This is an optimization exercise on Yosys and OpenROAD, whose aim is small area and few clock cycles, not a production implementation.
Function was checked by simulation only, so behaviour that the tests miss may differ from the original.
Power and IR drop assume default switching activity.

Design morse_key_timing_decoder, start of the top module:
module morse_key_timing_decoder (
  input  logic        clk_i,
  input  logic        rst_ni,
  input  logic        in_valid_i,
  output logic        in_stall_o,
  input  logic [1:0]  func_i,
  input  logic [23:0] duration_us_i,
  output logic        out_valid_o,
  input  logic        out_stall_i,
  output logic [6:0]  character_o,
  output logic        unmatched_o,
  output logic        end_of_message_o,
  output logic        last_o,
  input  logic        cfg_valid_i,
  output logic        cfg_ready_o,
  input  logic [1:0]  cfg_index_i,
  input  logic [23:0] cfg_data_i
);
  localparam logic [23:0] DOT_TIME_RST  = 24'd1000000;
  localparam logic [23:0] DASH_TIME_RST = 24'd3000000;
  localparam logic [23:0] LENIENCY_RST  = 24'd500000;
  logic [23:0] dot_time_q, dash_time_q, leniency_q;
  logic        in_accept, full, pop, win1, win2, wr;
  logic [6:0]  entry;
  assign cfg_ready_o = 1'b1;
  always_ff @(posedge clk_i or negedge rst_ni) begin
    if (!rst_ni) begin
      dot_time_q  <= DOT_TIME_RST;
      dash_time_q <= DASH_TIME_RST;
      leniency_q  <= LENIENCY_RST;
    end else if (cfg_valid_i) begin
      case (cfg_index_i)
        2'd0: dot_time_q  <= cfg_data_i;
        2'd1: dash_time_q <= cfg_data_i;
        2'd2: leniency_q  <= cfg_data_i;
        default: ;
      endcase
    end
  end
  assign in_stall_o = full && !pop && ((func_i == 2'd2) || ((func_i == 2'd0) && (win1 || win2)));
  assign in_accept  = in_valid_i && !in_stall_o;
  mktd_classify u_classify (
    .press_i     (func_i == 2'd0),
    .duration_i  (duration_us_i),
    .dot_time_i  (dot_time_q),
    .dash_time_i (dash_time_q),
    .leniency_i  (leniency_q),
    .win1_o      (win1),
    .win2_o      (win2)
  );
  mktd_decode u_decode (
    .clk_i   (clk_i),
    .rst_ni  (rst_ni),
    .valid_i (in_accept),
    .func_i  (func_i),
    .win1_i  (win1),
    .win2_i  (win2),
    .wr_o    (wr),
    .entry_o (entry)
  );
  mktd_result_fifo u_result_fifo (
    .clk_i            (clk_i),
  ...
Size: roughly 8800 um2 of cells after synthesis.
==> module mktd_classify, before the edit <==
module mktd_classify (
  input  logic        press_i,
  input  logic [23:0] duration_i,
  input  logic [23:0] dot_time_i,
  input  logic [23:0] dash_time_i,
  input  logic [23:0] leniency_i,
  output logic        win1_o,
  output logic        win2_o
);
  localparam int W = 28;
  function automatic logic sign2(input logic [W-1:0] s, input logic [W-1:0] c, input logic ci);
    logic k;
    k = ci;
    for (int i = 0; i < W - 1; i++) k = (s[i] & c[i]) | ((s[i] | c[i]) & k);
    sign2 = s[W-1] ^ c[W-1] ^ k;
  endfunction
  logic [W-1:0] dn, t, l, p2, gn, m;
  logic [W-1:0] s1, c1, s2, c2, a1, a2;
  assign dn = ~{4'd0, duration_i};
  assign t  = W'(dot_time_i);
  assign l  = W'(leniency_i);
  assign p2 = press_i ? t << 1 : '0;
  assign gn = ~(press_i ? t : '0);
  assign m  = press_i ? t << 3 : W'(dash_time_i);
  assign s1 = t ^ p2 ^ dn;
  assign a1 = (t & p2) | (t & dn) | (p2 & dn);
  assign c1 = {a1[W-2:0], 1'b0};
  assign s2 = m ^ gn ^ dn;
  assign a2 = (m & gn) | (m & dn) | (gn & dn);
  assign c2 = {a2[W-2:0], 1'b1};
  function automatic logic win(input logic [W-1:0] s, input logic [W-1:0] c,
                               input logic [W-1:0] l);
    logic [W-1:0] sa, xa, xb;
    sa = s ^ c ^ l;
    xa = (s & c) | (s & l) | (c & l);
    xb = (s & c) | (s & ~l) | (c & ~l);
    win = !sign2(sa, {xa[W-2:0], 1'b0}, 1'b0) &&
          sign2(~sa, {xb[W-2:0], 1'b1}, 1'b1);
  endfunction
  assign win1_o = win(s1, c1, l);
  assign win2_o = win(s2, c2, l);
endmodule
Settings: LEC_CHECK=0, CAP_MARGIN=20, CORE_MARGIN=2, CORE_UTILIZATION=40, SLEW_MARGIN=20; clock period 10.0 ns.
standard.sh (not shown) runs the stock make flow with config.mk's settings and CLKGATE_MAP_FILE= SYNTH_SCRIPT=/design/flow/synth_recipe.tcl, a recipe that flattens the netlist after the stock synthesis.
==> flow/flow/run.sh <==
#!/bin/bash
# Standard layout with three changes:
#  - the port buffers are the smallest buffer cell;
#  - the clock tree has no dummy loads;
#  - after the standard synthesis, some cells become smaller ones of the same
#    function where the netlist allows (flow/netfix.py).
set -euo pipefail
export BUFFER_PORTS_ARGS="-buffer_cell sky130_fd_sc_hd__buf_1"
export CTS_ARGS="-sink_clustering_enable -repair_clock_nets -dont_use_dummy_load -buf_list sky130_fd_sc_hd__clkbuf_8"
RESULTS=orfs/results/${FLOW_PLATFORM:-sky130hd}/morse_key_timing_decoder/base
bash standard.sh synth > flow_synth.log 2>&1
python3 flow/netfix.py "$RESULTS/1_2_yosys.v" > flow_netfix.log 2>&1
touch "$RESULTS/1_2_yosys.v"
bash standard.sh > flow_make.log 2>&1
Other scripts of this flow, unchanged in this note and not shown: flow/flow/netfix.py
Testbench counts at the start, summed over its fixed seeds: cycles 21,145.
==> next run, changes <==
--- a/flow/design.v
+++ b/flow/design.v
@@ -13,13 +13,14 @@
     k = ci;
     for (int i = 0; i < W - 1; i++) k = (s[i] & c[i]) | ((s[i] | c[i]) & k);
     sign2 = s[W-1] ^ c[W-1] ^ k;
   endfunction
-  logic [W-1:0] dn, t, l, p2, gn, m;
+  logic [W-1:0] dn, t, l, nl, p2, gn, m;
   logic [W-1:0] s1, c1, s2, c2, a1, a2;
   assign dn = ~{4'd0, duration_i};
   assign t  = W'(dot_time_i);
   assign l  = W'(leniency_i);
+  assign nl = ~l;
   assign p2 = press_i ? t << 1 : '0;
   assign gn = ~(press_i ? t : '0);
   assign m  = press_i ? t << 3 : W'(dash_time_i);
   assign s1 = t ^ p2 ^ dn;
@@ -28,18 +29,17 @@
   assign s2 = m ^ gn ^ dn;
   assign a2 = (m & gn) | (m & dn) | (gn & dn);
   assign c2 = {a2[W-2:0], 1'b1};
   function automatic logic win(input logic [W-1:0] s, input logic [W-1:0] c,
-                               input logic [W-1:0] l);
-    logic [W-1:0] sa, xa, xb;
-    sa = s ^ c ^ l;
+                               input logic [W-1:0] l, input logic [W-1:0] nl);
+    logic [W-1:0] xa, xb;
     xa = (s & c) | (s & l) | (c & l);
-    xb = (s & c) | (s & ~l) | (c & ~l);
-    win = !sign2(sa, {xa[W-2:0], 1'b0}, 1'b0) &&
-          sign2(~sa, {xb[W-2:0], 1'b1}, 1'b1);
+    xb = (s & c) | (s & nl) | (c & nl);
+    win = !sign2(s ^ c ^ l, {xa[W-2:0], 1'b0}, 1'b0) &&
+          sign2(s ^ c ^ nl, {xb[W-2:0], 1'b1}, 1'b1);
   endfunction
-  assign win1_o = win(s1, c1, l);
-  assign win2_o = win(s2, c2, l);
+  assign win1_o = win(s1, c1, l, nl);
+  assign win2_o = win(s2, c2, l, nl);
 endmodule
 module mktd_decode (
   input  logic       clk_i,
   input  logic       rst_ni,
Outcome: Clock power goes down by about 2%; clock-buffer cell count is unchanged; global-route usage grows by 0.11 points; power hardly moves; fmax came out higher by 3.2%; clock skew is lower by 8.0 ps; area after synthesis decreases by 1.2%.
Testbench counts after the change, summed over its fixed seeds: cycles 21,145.

-- static timing again, ports no longer ideal --
The flow's constraints put no driver on any port. The routed layouts listed below were extracted and timed again, unchanged, in two steps.
Step 1 (the two cells are an assumption about what drives the block):
set clk [get_ports {clk_i}]
set_driving_cell -lib_cell sky130_fd_sc_hd__clkbuf_16 $clk
set_driving_cell -lib_cell sky130_fd_sc_hd__buf_2 [delete_from_list [all_inputs] $clk]
Step 2 times the ports against the registers' clock, not the clock port: input delays grow and output delays shrink by t, the midpoint of the rising clock arrivals with the driver on.
a / b / c = ideal ports / drivers / drivers and shift; a / b = the first two.
run	t, ns	setup slack, ns	hold WS [ns]	worst setup path at the end	worst data-port slew with drivers (ns)
the first run	0.429	1.363 / 1.335 / 1.335	0.496 / 0.496 / 0.496	input to output	0.04
the second run	0.430	1.633 / 1.599 / 1.599	0.502 / 0.502 / 0.502	input to output	0.07
After both steps setup and hold are still met in every run listed. For the second run, which loses most, drivers alone change the setup slack by -0.034 ns; drivers and shift together by -0.034 ns.
